What follows belongs to an exercise in optimizing a design on an open flow for small area; a production flow would make more cautious choices. Only simulation tests tie the RTL to the original design; equivalence was not proved.

==> flow/design.v (outline; a module is shown in full before it is edited, if it fits) <==
// module complex_mult_pipe: 3415 lines
module complex_mult_pipe (
    input  logic        clk,
    input  logic        rst,
    input  logic        in_valid,
    output logic        in_ready,
    input  logic [15:0] a_re,
    input  logic [15:0] a_im,
    input  logic [15:0] b_re,
    input  logic [15:0] b_im,
    input  logic        conj_en,
    output logic        out_valid,
    input  logic        out_ready,
    output logic [15:0] y_re,
    output logic [15:0] y_im,
    output logic        ovf
);
  // ...
==> flow/run.sh <==
#!/bin/bash
# synth_recipe.tcl (not shown) runs the flow's synth.tcl, then flattens the netlist and writes it again
# the make line also repeats each setting of config.mk as NAME=value (left out here)
make -C /OpenROAD-flow-scripts/flow DESIGN_CONFIG=/design/flow/config.mk WORK_HOME=/design/flow/orfs CLKGATE_MAP_FILE= SYNTH_SCRIPT=/design/flow/synth_recipe.tcl finish
==> flow/config.mk <==
export PLATFORM = sky130hd
export DESIGN_NAME = complex_mult_pipe
export DESIGN_NICKNAME = complex_mult_pipe
export VERILOG_FILES = /design/flow/design.v
export SDC_FILE = /design/flow/constraint.sdc
export NUM_CORES = 4
export LEC_CHECK = 0
export ABC_AREA = 1
export CAP_MARGIN = 20
export CORE_MARGIN = 2
export CORE_UTILIZATION = 40
export SLEW_MARGIN = 20
==> flow/constraint.sdc <==
create_clock -name core_clock -period 8.0 [get_ports {clk}]
set_input_delay 1.6000 -clock core_clock [delete_from_list [all_inputs] [get_ports {clk}]]
set_output_delay 1.6000 -clock core_clock [all_outputs]
set_load 0.01 [all_outputs]
==> summary.md, run 1 <==
| Metric | Value |
|---|---|
| Row Count | `97` |
| Final Max Tran Viols | `0` |
| CTS tree | `yes` |
| Worst Setup SP | `b_im[1]` |
| Met3 usage | `7.33%` |
| CTS Hold Bufs | `0` |
| Layout cells sized above 1 | `14.5%` |
| # diodes | `0` |
| Outcome | `no timing/DRC/antenna violations` |
| Synth cell types | `43` |
| Crit Path Class | `primary input to register` |
| Area delta synth->final | `19.9%` |
| Synth top area cells | `fa_1 32%, xor2_1 17%, edfxtp_1 11%` |
| Worst reg2reg path depth | `4` |
| Post-Syn Area | `0.0285 sq mm` |
| Ys async rst share | `3.81%` |
| MaxCap Viol Count | `0` |
| Hold Startpoint | `yr2_q[12]` |
| Post-synthesis mux area share | `0.0395%` |
| Die Width | `271 um` |
| Finished Layout Cells | `4647` |
==> run 2: changes to the inputs <==
==> flow/flow/run.sh (new file) <==
#!/bin/bash
# The standard layout (standard.sh) with one step added after synthesis: flow/polopt.py
# removes inverters between full adders by choosing each full adder's polarity (a full adder
# is self-dual), which leaves the registers and the logic function unchanged.
set -uo pipefail
R=orfs/results/${FLOW_PLATFORM}/complex_mult_pipe/base
bash standard.sh synth > synth.log 2>&1 || exit 1
cp "$R/1_2_yosys.v" "$R/1_2_yosys_std.v"
if python3 flow/polopt.py "$R/1_2_yosys_std.v" "$R/1_2_yosys_pol.v" 400000 > polopt.log 2>&1; then
  cp "$R/1_2_yosys_pol.v" "$R/1_2_yosys.v"
else
  echo "polopt failed; keeping the standard netlist" >> polopt.log
fi
touch "$R/1_2_yosys.v"
bash standard.sh finish > layout.log 2>&1 || exit 1
==> flow/flow/polopt.py (new file) <==
#!/usr/bin/env python3
"""Removes inverters between full adders in a Yosys gate netlist (sky130hd).

A full adder is self-dual: FA(~a, ~b, ~c) = (~sum, ~cout). So each fa cell may be 'flipped'
(it then takes the complement of its inputs and gives the complement of its outputs) without
changing the cell. xor2 and xnor2 cells may be swapped for each other, which complements
their output. This script dissolves the netlist's inverters, picks flips that minimise the
number of nets whose complement is still needed, and puts back one inverter for each.

usage: polopt.py IN.v OUT.v
"""
import re
import sys
import random

OUTPINS = {'X', 'Y', 'SUM', 'COUT', 'Q', 'Q_N', 'HI', 'LO'}
src = open(sys.argv[1]).read()

cell_re = re.compile(r'^(\s*)(sky130_fd_sc_hd__\w+)\s+(\S+)\s*\((.*?)\);\n', re.S | re.M)
pin_re = re.compile(r'\.(\w+)\(\s*((?:\\\S+\s)|[^()\s]+)\s*\)')

cells = []
first = None
last = None
for m in cell_re.finditer(src):
    if first is None:
        first = m.start()
    last = m.end()
    pins = [(p, n.strip()) for p, n in pin_re.findall(m.group(4))]
    cells.append({'type': m.group(2), 'name': m.group(3), 'pins': pins})
head = src[:first]
tail = src[last:]
# everything between cells must be whitespace
body = src[first:last]
assert cell_re.sub('', body).strip() == '', 'unexpected text between cells'

ports_out = set()
for m in re.finditer(r'^\s*output\s+(?:\[(\d+):(\d+)\]\s+)?(\S+);', head, re.M):
    if m.group(1):
        for i in range(int(m.group(2)), int(m.group(1)) + 1):
            ports_out.add(f'{m.group(3)}[{i}]')
    else:
        ports_out.add(m.group(3))


def is_inv(c):
    return re.fullmatch(r'sky130_fd_sc_hd__(inv|clkinv)_\d+', c['type']) is not None


def is_fa(c):
    return re.fullmatch(r'sky130_fd_sc_hd__fa_\d+', c['type']) is not None


def is_xor(c):
    return re.fullmatch(r'sky130_fd_sc_hd__x(n?)or2_\d+', c['type']) is not None


# inverters to dissolve: output not a port, input not clk
inv_of = {}  # output net -> input net
keep = []
for c in cells:
    if is_inv(c):
        d = dict(c['pins'])
        if d['Y'] not in ports_out and d['A'] != 'clk':
            inv_of[d['Y']] = d['A']
            continue
    keep.append(c)
cells = keep


def resolve(n):
    inv = 0
    seen = 0
    while n in inv_of:
        n = inv_of[n]
        inv ^= 1
        seen += 1
        assert seen < 100
    return n, inv


driver = {}
for i, c in enumerate(cells):
    for p, n in c['pins']:
        if p in OUTPINS:
            driver[n] = i
loads = {}  # net -> list of (cell index, pin index, inv)
for i, c in enumerate(cells):
    newpins = []
    for k, (p, n) in enumerate(c['pins']):
        if p in OUTPINS:
            newpins.append((p, n, 0))
        else:
            rn, inv = resolve(n)
            newpins.append((p, rn, inv))
            loads.setdefault(rn, []).append((i, k))
    c['pins'] = newpins
# port loads that referred to dissolved inverter outputs cannot exist (ports kept)

flippable = [i for i, c in enumerate(cells) if is_fa(c) or is_xor(c)]
x = [0] * len(cells)
fa_in = [is_fa(c) for c in cells]


def net_cost(n):
    d = driver.get(n)
    a = x[d] if d is not None else 0
    for (i, k) in loads.get(n, []):
        inv = cells[i]['pins'][k][2]
        req = inv ^ (x[i] if fa_in[i] else 0)
        if a ^ req:
            return 1
    return 0


def nets_of(i):
    c = cells[i]
    ns = set()
    for p, n, inv in c['pins']:
        if p in OUTPINS:
            ns.add(n)
        elif fa_in[i]:
            ns.add(n)
    return ns


allnets = set(loads) | set(driver)
before = sum(net_cost(n) for n in allnets)
orig_invs = len(inv_of)
random.seed(1)
order = flippable[:]
import math
NS = {i: nets_of(i) for i in flippable}
cur = before
best = cur
bestx = x[:]
T = 2.0
steps = int(sys.argv[3]) if len(sys.argv) > 3 else 200000
for step in range(steps):
    T = 2.0 * (1 - step / steps) + 0.01
    i = random.choice(flippable)
    ns = NS[i]
    c0 = sum(net_cost(n) for n in ns)
    x[i] ^= 1
    c1 = sum(net_cost(n) for n in ns)
    dlt = c1 - c0
    if dlt <= 0 or random.random() < math.exp(-dlt / T):
        cur += dlt
        if cur < best:
            best = cur
            bestx = x[:]
    else:
        x[i] ^= 1
x = bestx
after = sum(net_cost(n) for n in allnets)
print(f'inverters: {orig_invs} dissolved, {before} needed before flips, {after} after', file=sys.stderr)

# rewrite
out_cells = []
newwires = []
invnet = {}


def inv_net(n):
    if n not in invnet:
        w = f'polinv_{len(invnet)}'
        invnet[n] = w
        newwires.append(w)
        out_cells.append(('sky130_fd_sc_hd__inv_1', f'polinv_cell_{len(invnet)}', [('A', n), ('Y', w)]))
    return invnet[n]


for i, c in enumerate(cells):
    t = c['type']
    pins = []
    for p, n, inv in c['pins']:
        if p in OUTPINS:
            if is_xor(c) and x[i]:
                p = 'Y' if p == 'X' else 'X'
            pins.append((p, n))
        else:
            d = driver.get(n)
            a = x[d] if d is not None else 0
            req = inv ^ (x[i] if fa_in[i] else 0)
            pins.append((p, inv_net(n) if a ^ req else n))
    if is_xor(c) and x[i]:
        t = t.replace('xnor2', 'XOR2T').replace('xor2', 'xnor2').replace('XOR2T', 'xor2')
    out_cells.append((t, c['name'], pins))

# nets of flipped drivers carry the complement now: rename them so names never lie
ren = {}
for i, c in enumerate(cells):
    if x[i]:
        for p, n, inv in c['pins']:
            if p in OUTPINS:
                assert n not in ports_out
                ren[n] = n + '_pn'


def fix(n):
    n = ren.get(n, n)
    return n + ' ' if n.startswith('\\') else n


lines = []
for t, name, pins in out_cells:
    ps = ',\n'.join(f'    .{p}({fix(n)})' for p, n in pins)
    lines.append(f'  {t} {name} (\n{ps}\n  );\n')
# declare new wires; renamed wires need declarations too
decl = ''.join(f'  wire {fix(w)};\n' for w in newwires) + ''.join(f'  wire {fix(w)};\n' for w in ren.values())
m = re.search(r'\n(\s*)(sky130_fd_sc_hd__)', src)
open(sys.argv[2], 'w').write(head + decl + ''.join(lines) + tail)
==> flow/standard.sh (new file) <==
#!/bin/bash
# synth_recipe.tcl (not shown) runs the flow's synth.tcl, then flattens the netlist and writes it again
# the make line also repeats each setting of config.mk as NAME=value (left out here)
make -C /OpenROAD-flow-scripts/flow DESIGN_CONFIG=/design/flow/config.mk WORK_HOME=/design/flow/orfs CLKGATE_MAP_FILE= SYNTH_SCRIPT=/design/flow/synth_recipe.tcl "${@:-finish}"
--- a/flow/config.mk
+++ b/flow/config.mk
@@ -10,3 +10,4 @@
 export CORE_MARGIN = 2
 export CORE_UTILIZATION = 40
+export GPL_TIMING_DRIVEN = 0
 export SLEW_MARGIN = 20
removed: flow/run.sh
==> run 2 against run 1 <==
Effect of this change:
- setup slack got worse by 0.24 ns
- count of clock-buffer cells in the layout did not move
- via count increased by 0.71%
- maximum frequency down 3.0%
- the layout now fails its checks (negative setup slack)
==> summary.md, run 2 <==
| Metric | Value |
|---|---|
| Worst R2R Setup Slack | `5.72 ns` |
| Arr. time, crit path | `8.17 ns` |
| M1 WL | `62600 um` |
| Most frequent CP cell | `fa_1` |
| Global route overflow | `0` |
| Headroom to the max-slew limit | `10.3%` |
| Top sig layer | `met5` |
| Area delta synth->final | `16.8%` |
| Crit Path Class | `primary input to register` |
| Layout cells sized above 1 | `15.1% (+0.61 points)` |
| Crit path setup slack, layout | `-0.0167 ns` |
| Post-DP HPWL | `119000 um` |
| Metal3 WL | `24000 um` |
| Slowest cell delay on critical path | `1.01 ns` |
| Die Width | `262 um (-3.2%)` |
| Crit start category | `primary input` |
| Vias in the first global route | `25500` |
| Hold path cells | `0` |
| Worst Setup End Kind | `register` |
| Post-Syn Area per Cell | `9.17 sq um` |
| CTS tree | `yes` |
| Drt drc | `0` |
| First-pass GRT wire length | `211000 um` |
| Top delay family on crit path | `adder cells` |
| Post-Syn Area | `0.0267 sq mm (-6.4%)` |
| Gate count of the mapped netlist | `2910` |
| Met2 WL | `58900 um` |
| Total Wirelength | `157000 um` |
| Vias per cell | `6.69` |
| Syn. warnings | `1` |
| Final Max Tran Viols | `0 (unchanged)` |
| Slowest cell on crit path | `clkbuf_1` |
| Row Count | `94 (-3.1%)` |
| CTS H-tree depth | `3` |
| Fail Reasons | `negative setup slack` |
| Required time of the critical path | `8.15 ns` |
| Hold Startpoint | `yi2_q[10]` |
| Most frequent cells in the layout | `467 x o22ai_1, 449 x fa_1, 296 x xor2_1, 287 x nand2_1, 245 x xnor2_1` |
| Nets | `3702` |
| # setup viols final | `1` |
| Most common cell after layout, fill and taps aside | `o22ai_1` |
| Worst-Skew Late Latency | `0.40 ns` |
| Critical R2R Capture | `yr2_q[10]` |
| Core area | `0.0659 sq mm` |
| Port Buffer Count | `101` |
| WHS Endpoint | `yi3_q[10]` |
| Starting density of the core | `40.5%` |
| Global-route usage over all layers | `45.0%` |
| Worst reg2reg path depth | `5 (+1)` |
| Die height | `262 um` |
| Fmax achieved | `125 MHz` |
| Final period utilization | `100%` |
| Setup TNS | `-0.0167 ns` |
| Die area | `0.0688 sq mm` |
| Crit Reg-Reg Startpoint | `rov1_q` |
| Boundary Pins | `104` |
| Final critical-path required period | `8.02 ns` |
| CTS root buffer | `clkbuf_16` |
| Pin count of the biggest net entering global routing | `52` |
| Worst Hold Class | `register to register` |
| CTS clk-pin slew, worst paths | `0.08 ns` |
| Worst Max-Slew Pin Slew | `1.35 ns` |
| Worst path cell trace | `clkdlybuf4s50_1 -> inv_1 -> clkbuf_1 -> o22ai_1 -> xnor2_1 -> fa_1 -> fa_1 -> fa_1 -> fa_1 -> fa_1 -> ha_2 -> nand2_2 -> nor2_1 -> inv_1 -> nor2_2 -> and3_1 -> nand2_1 -> nand2_1 -> nand2_1 -> nand2_1 -> nand3_1 -> nor2_1 -> nand3_1` |
| Initial antenna violation count | `7` |
| DRT Pass-1 Iters | `7` |
| Routed vias | `26300` |
| Avg WL per Cell | `39.9 um` |
| DRT antenna net count | `0` |
| Max Root-Sink Buffers | `2` |
| Outcome | `complete, but fails checks` |
| Worst Skew | `0.0165 ns` |
| Post-Syn Nets | `3551` |
| Number of CTS-inserted buffers | `9` |
| Final Hold Viols | `0` |
| MaxCap Viol Count | `0 (unchanged)` |
| Worst path buffer plus inverter count | `4` |
| Final Wtd Congestion | `1.09` |
| Initial DRC Count | `4142` |
| Sink Count | `105` |
| Max FO, Critical Path | `10` |
[run 2: final cells by class]
type,instances,area [sq um]
antenna,5,12.5
tap,864,1080
buffer,247,1760
clock inverter,7,61.3
sequential,105,3130
fill,6573,34700
multi-input combinational,2373,22800
inverter,185,719
clock buffer,9,225
timing repair buffer,140,1370
[run 2: what timing repair did]
item                                    4_1_cts  5_1_grt
setup buffers                                17       19
hold buffers                                  0        0
gates resized for setup                     363      347
endpoints found under the setup margin       32       13
pin swaps                                     5       26
[run 2: per-layer routing]
metal  global-route usage, %  vias to the layer above
li1                        -                    10200
met1                    60.6                    13200
met2                    58.2                     2386
met3                    22.0                      529
met4                    24.4                        8
met5                       0                        -
[run 2: metrics by stage]
step,cells,area [sq um],utilization (%),setup slack [ns],hold slack (ns)
floorplan,2910,26700,-,0.635,0.400
global placement,3875,28800,43.7,-2.76,0.400
detailed placement,3878,28900,43.8,-2.76,0.405
CTS,3911,30200,45.8,0.000999,0.424
global route,3930,31200,47.3,-0.0264,0.427
finish,3935,31200,47.3,-0.0167,0.425
[run 2: how the worst max path moves through the flow]
stage                         to      from  cells past startpoint
after floorplan           iov1_q   conj_en                     22
after global placement    rov1_q   b_re[5]                     27
after detailed placement  rov1_q   b_re[5]                     27
after CTS                 rov1_q   b_re[3]                     26
after global routing      iov1_q  b_im[10]                     28
final                     rov1_q  a_im[14]                     23

[afterwards: timing with drivers on the ports]
No port has a modelled driver above. Below, the same layouts with a new extraction and two added sets of constraints.
Step 1: set_driving_cell puts a clkbuf_16 on clk and a buf_2 on each other input, an assumption about the parent block.
Step 2 also shifts input and output timing later by t, the mid clock arrival at the registers, as if the neighbouring blocks saw the same clock.
Slacks: ideal ports / drivers / drivers and shift; pairs: ideal ports / drivers.
run	t, ns	slack for setup (ns)	hold slack, ns	latest minus earliest clock arrival (ns)
run 1	0.430	0.221 / 0.248 / -0.183	0.422 / 0.422 / 0.422	0.010 / 0.009
run 2	0.441	-0.017 / 0.014 / -0.427	0.425 / 0.425 / 0.425	0.016 / 0.016
Met with ideal ports but missed after step 2: setup timing in run 1. The setup slack of run 2, which loses most, moves by +0.031 ns with the drivers and by -0.410 ns with both steps.
